What follows belongs to an exercise in optimizing a design on an open flow for small area, a short achievable clock period and few clock cycles per item; a production flow would make more cautious choices. Function was checked by simulation only, so behaviour that the tests miss may differ from the original.

Design cmplx_mult_stream, start of the top module:
module cmplx_mult_stream #(
  parameter int W     = 16,
  parameter int FRAC  = 15,
  parameter int FRAME = 16,
  parameter int ROUND = 1
) (
  input  logic                    clk,
  input  logic                    rst_n,
  input  logic                    clear,
  output logic                    ovf,
  input  logic                    in_valid,
  output logic                    in_ready,
  input  logic signed [W-1:0]     a_re,
  input  logic signed [W-1:0]     a_im,
  input  logic signed [W-1:0]     b_re,
  input  logic signed [W-1:0]     b_im,
  input  logic                    conj_b,
  output logic                    out_valid,
  input  logic                    out_ready,
  output logic signed [W-1:0]     p_re,
  output logic signed [W-1:0]     p_im,
  output logic [$clog2(FRAME)-1:0] p_idx,
  output logic                    p_last
);
  logic adv;         
  logic accept;
  logic ov;          
  logic take;
  logic [2:0] vld;    
  assign take   = ov & out_ready;
  assign accept = in_valid & adv;
  logic pend;    
  logic [0:0] idx_cur;
  assign idx_cur = pend | clear;
  logic [15:0] ar, ai;
  logic [7:0] br_one, br_two, br_neg, bi_one, bi_two, bi_nre, bi_nim;
  logic [0:0] idx_r [0:2];
  logic [7:0] e_br_one, e_br_two, e_br_neg, e_bi_one, e_bi_two, e_bi_nim;
  assign e_br_one[0] = b_re[0] ^ 1'b0;
  assign e_br_two[0] = (b_re[1] & ~b_re[0] & ~1'b0) | (~b_re[1] & b_re[0] & 1'b0);
  assign e_br_neg[0] = b_re[1];
  assign e_br_one[1] = b_re[2] ^ b_re[1];
  assign e_br_two[1] = (b_re[3] & ~b_re[2] & ~b_re[1]) | (~b_re[3] & b_re[2] & b_re[1]);
  assign e_br_neg[1] = b_re[3];
  assign e_br_one[2] = b_re[4] ^ b_re[3];
  assign e_br_two[2] = (b_re[5] & ~b_re[4] & ~b_re[3]) | (~b_re[5] & b_re[4] & b_re[3]);
  assign e_br_neg[2] = b_re[5];
  assign e_br_one[3] = b_re[6] ^ b_re[5];
  assign e_br_two[3] = (b_re[7] & ~b_re[6] & ~b_re[5]) | (~b_re[7] & b_re[6] & b_re[5]);
  assign e_br_neg[3] = b_re[7];
  assign e_br_one[4] = b_re[8] ^ b_re[7];
  assign e_br_two[4] = (b_re[9] & ~b_re[8] & ~b_re[7]) | (~b_re[9] & b_re[8] & b_re[7]);
  assign e_br_neg[4] = b_re[9];
  assign e_br_one[5] = b_re[10] ^ b_re[9];
  assign e_br_two[5] = (b_re[11] & ~b_re[10] & ~b_re[9]) | (~b_re[11] & b_re[10] & b_re[9]);
  ...
clock: 8.5 ns
lec_check: 0
cap_margin: 20
core_margin: 2
core_utilization: 50
cts_buf_list: sky130_fd_sc_hd__clkbuf_4 sky130_fd_sc_hd__clkbuf_8
place_density: 0.62
setup_slack_margin: 5
slew_margin: 20
tns_end_percent: 0
standard.sh (not shown) runs the stock make flow with config.mk's settings and CLKGATE_MAP_FILE= SYNTH_SCRIPT=/design/flow/synth_recipe.tcl, a recipe that flattens the netlist after the stock synthesis.
==> flow/flow/run.sh <==
#!/bin/bash
# Standard ORFS layout, with one extra step between synthesis and floorplan:
# flow/fapol.py re-chooses the polarity of each full adder (a full adder is
# self-dual) and of each xor/xnor gate to remove the inverters that synthesis
# leaves between them. Registers are not touched.
set -euo pipefail
W=$PWD
R=$W/orfs/results/sky130hd/cmplx_mult_stream/base
# 1. the standard synthesis, unchanged
bash standard.sh "$R/1_2_yosys.v" > synth.log 2>&1
# 2. inverter clean-up on the synthesized netlist
cp "$R/1_2_yosys.v" "$W/1_2_yosys_standard.v"
python3 flow/fapol.py "$W/1_2_yosys_standard.v" "$R/1_2_yosys.v" > fapol.log 2>&1
# 3. the rest of the standard flow; the port buffers are plain buf_1 cells
#    (repair_timing resizes them where timing needs it)
BUFFER_PORTS_ARGS="-buffer_cell sky130_fd_sc_hd__buf_1" bash standard.sh > layout.log 2>&1
Other scripts of this flow, unchanged in this note and not shown: flow/flow/fapol.py
Testbench counts at the start, summed over its fixed seeds: cycles 16,024, items 16,000.
Rerun with:
--- a/flow/design.v
+++ b/flow/design.v
@@ -3102,26 +3102,26 @@
   assign re_sat = re_clip ? {re_sum[32], {15{~re_sum[32]}}} : re_sum[30:15];
   logic [32:0] im_a, im_b, im_sum;
   assign im_a = {1'b1, s1765, s1763, s1761, s1759, s1757, s1755, s1753, s1751, s1749, s1747, s1745, s1743, s1741, s1739, s1737, s1735, s1733, s1731, r5_1646, r5_1642, r5_1640, r5_1638, r5_1636, r5_1634, r5_1632, r5_1630, r5_1628, r5_1626, r5_1624, r5_1622, r5_1620, r5_1618};
   assign im_b = {c1766, c1764, c1762, c1760, c1758, c1756, c1754, c1752, c1750, c1748, c1746, c1744, c1742, c1740, c1738, c1736, c1734, c1732, c1730, s1729, r5_1643, r5_1641, r5_1639, r5_1637, r5_1635, r5_1633, r5_1631, r5_1629, r5_1627, r5_1625, r5_1623, r5_1621, r5_1619};
   assign im_sum = im_a + im_b;
   logic im_clip;
   logic [15:0] im_sat;
   assign im_clip = (im_sum[32] != im_sum[31]) || (im_sum[31] != im_sum[30]);
   assign im_sat = im_clip ? {im_sum[32], {15{~im_sum[32]}}} : im_sum[30:15];
   logic res_clip;
   assign res_clip = re_clip | im_clip;
-  logic [17:0] re_val, im_val;
-  assign re_val = re_sum[32:15];
-  assign im_val = im_sum[32:15];
-  logic [17:0] o_re, o_im;
+  logic [15:0] re_val, im_val;
+  assign re_val = re_sat;
+  assign im_val = im_sat;
+  logic [15:0] o_re, o_im;
   logic [3:0]  o_idx;
   logic        o_last;
   assign adv = ~ov | out_ready;
   always_ff @(posedge clk) begin
     if (adv) begin
       o_re <= re_val; o_im <= im_val;
       if (vld[1]) begin
         o_idx  <= idx_r[1][0] ? 4'd0 : o_idx + 4'd1;
         o_last <= ~idx_r[1][0] & (o_idx == 4'd14);
       end
     end
@@ -3134,20 +3134,17 @@
         vld[0] <= in_valid;
         vld[1] <= vld[0];
         ov <= vld[1];
       end
       if (accept) pend <= 1'b0;
       else if (clear) pend <= 1'b1;
       if (adv & vld[1] & res_clip) ovf <= 1'b1;
       else if (clear) ovf <= 1'b0;
     end
   end
   assign in_ready = adv;
-  logic o_re_clip, o_im_clip;
-  assign o_re_clip = (o_re[17] != o_re[16]) || (o_re[16] != o_re[15]);
-  assign o_im_clip = (o_im[17] != o_im[16]) || (o_im[16] != o_im[15]);
-  assign p_re = o_re_clip ? {o_re[17], {15{~o_re[17]}}} : o_re[15:0];
-  assign p_im = o_im_clip ? {o_im[17], {15{~o_im[17]}}} : o_im[15:0];
+  assign p_re      = o_re;
+  assign p_im      = o_im;
   assign out_valid = ov;
   assign p_idx     = o_idx;
   assign p_last    = o_last;
 endmodule
After rerunning: Clock skew barely changes. Cell count goes down slightly. Synthesized area goes down slightly. Sequential cell count goes down by 4. Core utilization goes up by 0.40 points. Hold slack degrades by 17 ps. Global-route usage goes up by 2.3 points. Worst setup slack degrades by 20 ps. Synthesized cell count goes down slightly.
Testbench counts after the change, summed over its fixed seeds: cycles 16,024, items 16,000.

==> re-timing with driven ports <==
The results above use ideal ports. As a check the final layouts listed here were re-extracted and re-timed, cells and wires unchanged. Step 1 (the two cells are an assumption about what drives the block):
set clk [get_ports {clk}]
set_driving_cell -lib_cell sky130_fd_sc_hd__clkbuf_16 $clk
set_driving_cell -lib_cell sky130_fd_sc_hd__buf_2 [delete_from_list [all_inputs] $clk]
Step 2, shift: input delay + t, output delay - t, t = (earliest + latest rising clock arrival at the registers) / 2. This alone moves slack from input paths to output paths. a / b / c = ideal ports / drivers / drivers and shift; a / b = the first two.
run	t (ns)	setup slack, ns	hold WS [ns]	latest minus earliest clock arrival (ns)	worst slew at a driven data input, ns
the first run	0.698	4.566 / 4.566 / 4.566	0.437 / 0.437 / 0.437	0.048 / 0.048	0.05
the second run	0.699	4.546 / 4.546 / 4.260	0.419 / 0.419 / 0.419	0.053 / 0.053	0.04
After both steps every run listed still meets setup and hold. For the second run, which loses most, drivers alone change the setup slack by 0.000 ns; drivers and shift together by -0.286 ns.
